Source: an optimization exercise on an open RTL-to-GDS flow (aim: small area). Production flows keep margins and buffers that such runs may drop.
No activity file was given, so power comes from the tool's default toggle rates.

==> branch quartz <==
==> flow/design.v (excerpt) <==
module sidTop (
  input  logic            clk,
  input  logic            arstN,
  input  logic            clkEn,         
  input  logic            we,
  input  sidPkg::regAddrT addr,
  input  sidPkg::regDataT dataW,
  output sidPkg::regDataT dataR,
  output sidPkg::sampleT  audioOut
);
  sidPkg::freqT [sidPkg::numVoices-1:0] freq        ;
  sidPkg::pwT [sidPkg::numVoices-1:0]   pulseWidth  ;
  logic [sidPkg::numVoices-1:0][2:0]   waveSel     ;
  logic [sidPkg::numVoices-1:0]         testBit     ;
  logic [sidPkg::numVoices-1:0]         gate        ;
  sidPkg::rateT [sidPkg::numVoices-1:0] attack      ;
  sidPkg::rateT [sidPkg::numVoices-1:0] decay       ;
  sidPkg::rateT [sidPkg::numVoices-1:0] sustain     ;
  sidPkg::rateT [sidPkg::numVoices-1:0] releaseRate ;
  sidPkg::waveT [sidPkg::numVoices-1:0] wave        ;
  sidPkg::envT [sidPkg::numVoices-1:0]  env         ;
  sidPkg::volT  volume;
  logic         voice3Off;
  logic         voice3OffNext;
  sidRegs iRegs (
    .clk           (clk),
    .arstN         (arstN),
    .we            (we),
    .addr          (addr),
    .dataW         (dataW),
    .osc3Msb       (wave[2][11:4]),
    .env3          (env[2]),
    .freq          (freq),
    .pulseWidth    (pulseWidth),
    .waveSel       (waveSel),
    .testBit       (testBit),
    .gate          (gate),
    .attack        (attack),
    .decay         (decay),
  ...
==> module sidVoice, before the edit <==
module sidVoice (
  input  logic         clk,
  input  logic         arstN,
  input  logic         clkEn,
  input  sidPkg::freqT freq,
  input  sidPkg::pwT   pulseWidth,
  input  logic [2:0]   waveSel,       
  input  logic         testBit,
  output sidPkg::waveT wave
);
  logic [23:0] acc;
  logic [11:0] sawWave;
  logic [11:0] triWave;
  logic        pulseBit;
  logic [11:0] mixWave;
  always_ff @(posedge clk or negedge arstN) begin
    if (!arstN) begin
      acc <= '0;
    end else begin
      acc <= testBit ? 24'd0 : acc + {8'd0, freq & {16{clkEn}}};
    end
  end
  always_comb begin
    sawWave  = acc[23:12];
    triWave  = acc[22:11] ^ {12{acc[23]}};
    pulseBit = (acc[23:12] >= pulseWidth);
    mixWave  = (triWave | {12{~waveSel[0]}}) &
               (sawWave | {12{~waveSel[1]}}) &
               {12{pulseBit | ~waveSel[2]}} &
               {12{|waveSel}};
  end
  always_ff @(posedge clk or negedge arstN) begin
    if (!arstN) begin
      wave <= '0;
    end else begin
      wave <= mixWave;
    end
  end
endmodule
==> module sidEnvelope, before the edit <==
module sidEnvelope (
  input  logic         clk,
  input  logic         arstN,
  input  logic         clkEn,
  input  logic         gate,
  input  sidPkg::rateT attack,
  input  sidPkg::rateT decay,
  input  sidPkg::rateT sustain,
  input  sidPkg::rateT releaseRate,
  output sidPkg::envT  env
);
  localparam logic [1:0] stRelease = 2'd0;
  localparam logic [1:0] stAttack  = 2'd1;
  localparam logic [1:0] stDecay   = 2'd2;
  localparam logic [1:0] stSustain = 2'd3;
  logic [1:0]  state;
  logic        gateDly;
  logic [15:0] prescale;
  logic [15:0] target;
  logic [3:0]  rate;
  logic        stepNow;
  logic [7:0]  sustainLevel;
  logic [7:0]  envDec;
  assign sustainLevel = {sustain, sustain};
  assign envDec       = env - 8'd1;
  always_comb begin
    case (state)
      stAttack: rate = attack;
      stDecay:  rate = decay;
      default:  rate = releaseRate;
    endcase
    target = sidPkg::envStepLast(state == stAttack, rate);
  end
  assign stepNow = (prescale == target);
  always_ff @(posedge clk or negedge arstN) begin
    if (!arstN) begin
      state    <= stRelease;
      gateDly  <= 1'b0;
      prescale <= '0;
      env      <= '0;
    end else begin
      gateDly <= gate;
      if (gate != gateDly) begin
        state    <= gate ? stAttack : stRelease;
        prescale <= '0;
      end else if (clkEn) begin
        case (state)
          stAttack: begin
            if (env == 8'hff) begin
              state <= stDecay;
            end else if (stepNow) begin
              prescale <= '0;
              env      <= env + 8'd1;
              if (env == 8'hfe) state <= stDecay;
            end else begin
              prescale <= prescale + 16'd1;
            end
          end
          stDecay: begin
            if (env == sustainLevel || env == 8'd0) begin
              state    <= stSustain;
              prescale <= '0;
            end else if (stepNow) begin
              prescale <= '0;
              env      <= envDec;
              if (envDec == sustainLevel) state <= stSustain;
            end else begin
              prescale <= prescale + 16'd1;
            end
          end
          stSustain: begin
            prescale <= '0;
          end
          default: begin
            if (env == 8'd0) begin
              prescale <= '0;
            end else if (stepNow) begin
              prescale <= '0;
              env      <= envDec;
            end else begin
              prescale <= prescale + 16'd1;
            end
          end
        endcase
      end
    end
  end
endmodule
Settings: LEC_CHECK=0, CAP_MARGIN=20, CORE_MARGIN=2, CORE_UTILIZATION=40, SLEW_MARGIN=20; clock period 9.0 ns.
run.sh (not shown) runs the stock make flow with config.mk's settings and CLKGATE_MAP_FILE= SYNTH_SCRIPT=/design/flow/synth_recipe.tcl, a recipe that flattens the netlist after the stock synthesis.
==> inputs of branch tundra, as changes to branch quartz <==
--- a/flow/design.v
+++ b/flow/design.v
@@ -170,15 +170,30 @@
   output sidPkg::waveT wave
 );
   logic [23:0] acc;
+  logic [23:0] accSum;
+  logic [15:0] addend;
+  logic [16:0] carry;
+  logic [23:16] allOnes;    
   logic [11:0] sawWave;
   logic [11:0] triWave;
   logic        pulseBit;
   logic [11:0] mixWave;
+  assign addend   = freq & {16{clkEn}};
+  assign carry[0] = 1'b0;
+  for (genvar k = 0; k < 16; k++) begin : genAdd
+    assign accSum[k]  = acc[k] ^ addend[k] ^ carry[k];
+    assign carry[k+1] = (acc[k] & addend[k]) | (acc[k] & carry[k]) | (addend[k] & carry[k]);
+  end
+  assign allOnes[16] = 1'b1;
+  for (genvar k = 17; k < 24; k++) begin : genOnes
+    assign allOnes[k] = allOnes[k-1] & acc[k-1];
+  end
+  assign accSum[23:16] = acc[23:16] ^ ({8{carry[16]}} & allOnes[23:16]);
   always_ff @(posedge clk or negedge arstN) begin
     if (!arstN) begin
       acc <= '0;
     end else begin
-      acc <= testBit ? 24'd0 : acc + {8'd0, freq & {16{clkEn}}};
+      acc <= accSum & {24{~testBit}};
     end
   end
   always_comb begin
@@ -215,24 +230,99 @@
   localparam logic [1:0] stDecay   = 2'd2;
   localparam logic [1:0] stSustain = 2'd3;
   logic [1:0]  state;
+  logic [1:0]  stateNext;
   logic        gateDly;
   logic [15:0] prescale;
   logic [15:0] target;
   logic [3:0]  rate;
   logic        stepNow;
   logic [7:0]  sustainLevel;
-  logic [7:0]  envDec;
+  logic        isAttack;
+  logic        edgeNow;
+  logic        tick;
+  logic        envFull;
+  logic        envZero;
+  logic        atSustain;
+  logic        clr;        
+  logic        inc;        
+  logic        step;       
+  logic [7:0]  envStep;    
+  logic [16:0] carry;
+  logic [8:0]  envCarry;
   assign sustainLevel = {sustain, sustain};
-  assign envDec       = env - 8'd1;
+  assign isAttack     = (state == stAttack);
+  assign edgeNow      = gate ^ gateDly;
+  assign tick         = clkEn & ~edgeNow;
+  assign envFull      = &env;
+  assign envZero      = ~|env;
+  assign atSustain    = (env == sustainLevel);
   always_comb begin
     case (state)
       stAttack: rate = attack;
       stDecay:  rate = decay;
       default:  rate = releaseRate;
     endcase
-    target = sidPkg::envStepLast(state == stAttack, rate);
+    target = sidPkg::envStepLast(isAttack, rate);
   end
   assign stepNow = (prescale == target);
+  assign envCarry[0] = 1'b1;
+  for (genvar k = 0; k < 8; k++) begin : genEnv
+    assign envStep[k]    = env[k] ^ envCarry[k];
+    assign envCarry[k+1] = envCarry[k] & (env[k] ^ ~isAttack);
+  end
+  always_comb begin
+    stateNext = state;
+    clr       = 1'b0;
+    inc       = 1'b0;
+    step      = 1'b0;
+    if (edgeNow) begin
+      stateNext = gate ? stAttack : stRelease;
+      clr       = 1'b1;
+    end else if (clkEn) begin
+      case (state)
+        stAttack: begin
+          if (envFull) begin
+            stateNext = stDecay;
+          end else if (stepNow) begin
+            clr  = 1'b1;
+            step = 1'b1;
+            if (env == 8'hfe) stateNext = stDecay;
+          end else begin
+            inc = 1'b1;
+          end
+        end
+        stDecay: begin
+          if (atSustain || envZero) begin
+            stateNext = stSustain;
+            clr       = 1'b1;
+          end else if (stepNow) begin
+            clr  = 1'b1;
+            step = 1'b1;
+            if (envStep == sustainLevel) stateNext = stSustain;
+          end else begin
+            inc = 1'b1;
+          end
+        end
+        stSustain: begin
+          clr = 1'b1;
+        end
+        default: begin
+          if (envZero) begin
+            clr = 1'b1;
+          end else if (stepNow) begin
+            clr  = 1'b1;
+            step = 1'b1;
+          end else begin
+            inc = 1'b1;
+          end
+        end
+      endcase
+    end
+  end
+  assign carry[0] = inc;
+  for (genvar k = 0; k < 16; k++) begin : genPre
+    assign carry[k+1] = carry[k] & prescale[k];
+  end
   always_ff @(posedge clk or negedge arstN) begin
     if (!arstN) begin
       state    <= stRelease;
@@ -240,50 +330,10 @@
       prescale <= '0;
       env      <= '0;
     end else begin
-      gateDly <= gate;
-      if (gate != gateDly) begin
-        state    <= gate ? stAttack : stRelease;
-        prescale <= '0;
-      end else if (clkEn) begin
-        case (state)
-          stAttack: begin
-            if (env == 8'hff) begin
-              state <= stDecay;
-            end else if (stepNow) begin
-              prescale <= '0;
-              env      <= env + 8'd1;
-              if (env == 8'hfe) state <= stDecay;
-            end else begin
-              prescale <= prescale + 16'd1;
-            end
-          end
-          stDecay: begin
-            if (env == sustainLevel || env == 8'd0) begin
-              state    <= stSustain;
-              prescale <= '0;
-            end else if (stepNow) begin
-              prescale <= '0;
-              env      <= envDec;
-              if (envDec == sustainLevel) state <= stSustain;
-            end else begin
-              prescale <= prescale + 16'd1;
-            end
-          end
-          stSustain: begin
-            prescale <= '0;
-          end
-          default: begin
-            if (env == 8'd0) begin
-              prescale <= '0;
-            end else if (stepNow) begin
-              prescale <= '0;
-              env      <= envDec;
-            end else begin
-              prescale <= prescale + 16'd1;
-            end
-          end
-        endcase
-      end
+      gateDly  <= gate;
+      state    <= stateNext;
+      prescale <= (prescale ^ carry[15:0]) & {16{~clr}};
+      if (step) env <= envStep;
     end
   end
 endmodule
==> inputs of branch xenon, as changes to branch quartz <==
--- a/flow/design.v
+++ b/flow/design.v
@@ -170,15 +170,30 @@
   output sidPkg::waveT wave
 );
   logic [23:0] acc;
+  logic [23:0] accSum;
+  logic [15:0] addend;
+  logic [16:0] carry;
+  logic [23:16] allOnes;    
   logic [11:0] sawWave;
   logic [11:0] triWave;
   logic        pulseBit;
   logic [11:0] mixWave;
+  assign addend   = freq & {16{clkEn}};
+  assign carry[0] = 1'b0;
+  for (genvar k = 0; k < 16; k++) begin : genAdd
+    assign accSum[k]  = acc[k] ^ addend[k] ^ carry[k];
+    assign carry[k+1] = (acc[k] & addend[k]) | (acc[k] & carry[k]) | (addend[k] & carry[k]);
+  end
+  assign allOnes[16] = 1'b1;
+  for (genvar k = 17; k < 24; k++) begin : genOnes
+    assign allOnes[k] = allOnes[k-1] & acc[k-1];
+  end
+  assign accSum[23:16] = acc[23:16] ^ ({8{carry[16]}} & allOnes[23:16]);
   always_ff @(posedge clk or negedge arstN) begin
     if (!arstN) begin
       acc <= '0;
     end else begin
-      acc <= testBit ? 24'd0 : acc + {8'd0, freq & {16{clkEn}}};
+      acc <= accSum & {24{~testBit}};
     end
   end
   always_comb begin
@@ -215,24 +230,99 @@
   localparam logic [1:0] stDecay   = 2'd2;
   localparam logic [1:0] stSustain = 2'd3;
   logic [1:0]  state;
+  logic [1:0]  stateNext;
   logic        gateDly;
   logic [15:0] prescale;
   logic [15:0] target;
   logic [3:0]  rate;
   logic        stepNow;
   logic [7:0]  sustainLevel;
-  logic [7:0]  envDec;
+  logic        isAttack;
+  logic        edgeNow;
+  logic        tick;
+  logic        envFull;
+  logic        envZero;
+  logic        atSustain;
+  logic        clr;        
+  logic        inc;        
+  logic        step;       
+  logic [7:0]  envStep;    
+  logic [16:0] carry;
+  logic [8:0]  envCarry;
   assign sustainLevel = {sustain, sustain};
-  assign envDec       = env - 8'd1;
+  assign isAttack     = (state == stAttack);
+  assign edgeNow      = gate ^ gateDly;
+  assign tick         = clkEn & ~edgeNow;
+  assign envFull      = &env;
+  assign envZero      = ~|env;
+  assign atSustain    = (env == sustainLevel);
   always_comb begin
     case (state)
       stAttack: rate = attack;
       stDecay:  rate = decay;
       default:  rate = releaseRate;
     endcase
-    target = sidPkg::envStepLast(state == stAttack, rate);
+    target = sidPkg::envStepLast(isAttack, rate);
   end
   assign stepNow = (prescale == target);
+  assign envCarry[0] = 1'b1;
+  for (genvar k = 0; k < 8; k++) begin : genEnv
+    assign envStep[k]    = env[k] ^ envCarry[k];
+    assign envCarry[k+1] = envCarry[k] & (env[k] ^ ~isAttack);
+  end
+  always_comb begin
+    stateNext = state;
+    clr       = 1'b0;
+    inc       = 1'b0;
+    step      = 1'b0;
+    if (edgeNow) begin
+      stateNext = gate ? stAttack : stRelease;
+      clr       = 1'b1;
+    end else if (clkEn) begin
+      case (state)
+        stAttack: begin
+          if (envFull) begin
+            stateNext = stDecay;
+          end else if (stepNow) begin
+            clr  = 1'b1;
+            step = 1'b1;
+            if (env == 8'hfe) stateNext = stDecay;
+          end else begin
+            inc = 1'b1;
+          end
+        end
+        stDecay: begin
+          if (atSustain || envZero) begin
+            stateNext = stSustain;
+            clr       = 1'b1;
+          end else if (stepNow) begin
+            clr  = 1'b1;
+            step = 1'b1;
+            if (envStep == sustainLevel) stateNext = stSustain;
+          end else begin
+            inc = 1'b1;
+          end
+        end
+        stSustain: begin
+          clr = 1'b1;
+        end
+        default: begin
+          if (envZero) begin
+            clr = 1'b1;
+          end else if (stepNow) begin
+            clr  = 1'b1;
+            step = 1'b1;
+          end else begin
+            inc = 1'b1;
+          end
+        end
+      endcase
+    end
+  end
+  assign carry[0] = 1'b1;
+  for (genvar k = 0; k < 16; k++) begin : genPre
+    assign carry[k+1] = carry[k] & prescale[k];
+  end
   always_ff @(posedge clk or negedge arstN) begin
     if (!arstN) begin
       state    <= stRelease;
@@ -240,50 +330,10 @@
       prescale <= '0;
       env      <= '0;
     end else begin
-      gateDly <= gate;
-      if (gate != gateDly) begin
-        state    <= gate ? stAttack : stRelease;
-        prescale <= '0;
-      end else if (clkEn) begin
-        case (state)
-          stAttack: begin
-            if (env == 8'hff) begin
-              state <= stDecay;
-            end else if (stepNow) begin
-              prescale <= '0;
-              env      <= env + 8'd1;
-              if (env == 8'hfe) state <= stDecay;
-            end else begin
-              prescale <= prescale + 16'd1;
-            end
-          end
-          stDecay: begin
-            if (env == sustainLevel || env == 8'd0) begin
-              state    <= stSustain;
-              prescale <= '0;
-            end else if (stepNow) begin
-              prescale <= '0;
-              env      <= envDec;
-              if (envDec == sustainLevel) state <= stSustain;
-            end else begin
-              prescale <= prescale + 16'd1;
-            end
-          end
-          stSustain: begin
-            prescale <= '0;
-          end
-          default: begin
-            if (env == 8'd0) begin
-              prescale <= '0;
-            end else if (stepNow) begin
-              prescale <= '0;
-              env      <= envDec;
-            end else begin
-              prescale <= prescale + 16'd1;
-            end
-          end
-        endcase
-      end
+      gateDly  <= gate;
+      state    <= stateNext;
+      prescale <= (prescale ^ (carry[15:0] & {16{inc}})) & {16{~clr}};
+      if (step) env <= envStep;
     end
   end
 endmodule
--- a/flow/config.mk
+++ b/flow/config.mk
@@ -7,5 +7,6 @@
 export LEC_CHECK = 0
 export CAP_MARGIN = 20
 export CORE_MARGIN = 2
-export CORE_UTILIZATION = 40
+export CORE_UTILIZATION = 60
+export CTS_BUF_LIST = sky130_fd_sc_hd__clkbuf_4
 export SLEW_MARGIN = 20
==> comparison table <==
quantity                                                                  branch quartz                 branch xenon                            branch tundra
Outcome                                                        timing/DRC/antenna clean     timing/DRC/antenna clean                 timing/DRC/antenna clean
Antenna violations before repair                                                      4                            2                                        2
CTS Buf Count                                                                        50                          106                                       48
Clock buffer and inverter area fraction after layout                             4.750%                       3.906%                                   4.552%
M1 WL                                                                          39360 um                     35050 um                                 36320 um
Area added between synthesis and finish                                          9.384%                       7.316%                                   9.532%
Sequential logic power                                                          2.86 mW                      2.83 mW                                  2.86 mW
Worst hold margin                                                             0.3416 ns                    0.3451 ns                                0.3427 ns
Met3 Wirelength                                                                 4635 um                      4674 um                                  4406 um
Delay of the slowest critical-path stage                                        0.53 ns                      0.58 ns                                  0.46 ns
Switching Share                                                                  43.94%                       45.46%                                   44.28%
H-tree depth                                                                          2                            3                                        2
Area of the die                                                             86440 sq um                  56000 sq um                              83350 sq um
Power density of the placed cells                                         306.8 nW/um^2                310.6 nW/um^2                            322.1 nW/um^2
Total of plain and repair buffers excluding clock buffers                            85                           94                                       94
Period utilisation layout                                                        92.74%                       93.29%                                   94.92%
Critical Path AT                                                                8.80 ns                      9.12 ns                                  9.00 ns
# diodes                                                                              0                            4                                        0
Row count                                                                           106                           85                                      104
Non-filler cells, final                                                            4614                         4079                                     4289
Via-to-Cell Ratio                                                                 5.424                        5.817                                    5.238
WL/cell                                                                        18.36 um                     19.70 um                                 18.22 um
Sequential group share of total power                                             25.3%                        26.1%                                    25.0%
Worst r2r dst                                              iMixer.clipReg[10]$_DFF_PN0_  iMixer.clipReg[1]$_DFF_PN0_  genVoice[2].iEnv.prescale[15]$_DFF_PN0_
Simple-gate portion of the synthesized area                                      18.30%                       16.97%                                   17.07%
No run of this note included a check of the RTL's function; only the layout flow was run.

[re-timing with driven ports]
Ports are ideal in the flow. The routed layouts listed here were re-timed in OpenROAD. Step 1: set_driving_cell puts a clkbuf_16 on clk and a buf_2 on each other input, an assumption about the parent block. Step 2 also shifts input and output timing later by t, the mid clock arrival at the registers, as if the neighbouring blocks saw the same clock. Three values: no drivers, after step 1, after step 2; two values: the first two.
run	t (ns)	setup slack, ns	clock arrival spread, ns
branch quartz	0.663	0.653 / 0.685 / 0.021	0.051 / 0.051
branch tundra	0.659	0.457 / 0.454 / -0.205	0.022 / 0.022
branch xenon	0.909	0.604 / 0.623 / -0.286	0.077 / 0.077
With both steps, setup timing fails in branch tundra and branch xenon, where it was met with ideal ports. The setup slack of branch xenon, which loses most, moves by +0.019 ns with the drivers and by -0.890 ns with both steps.
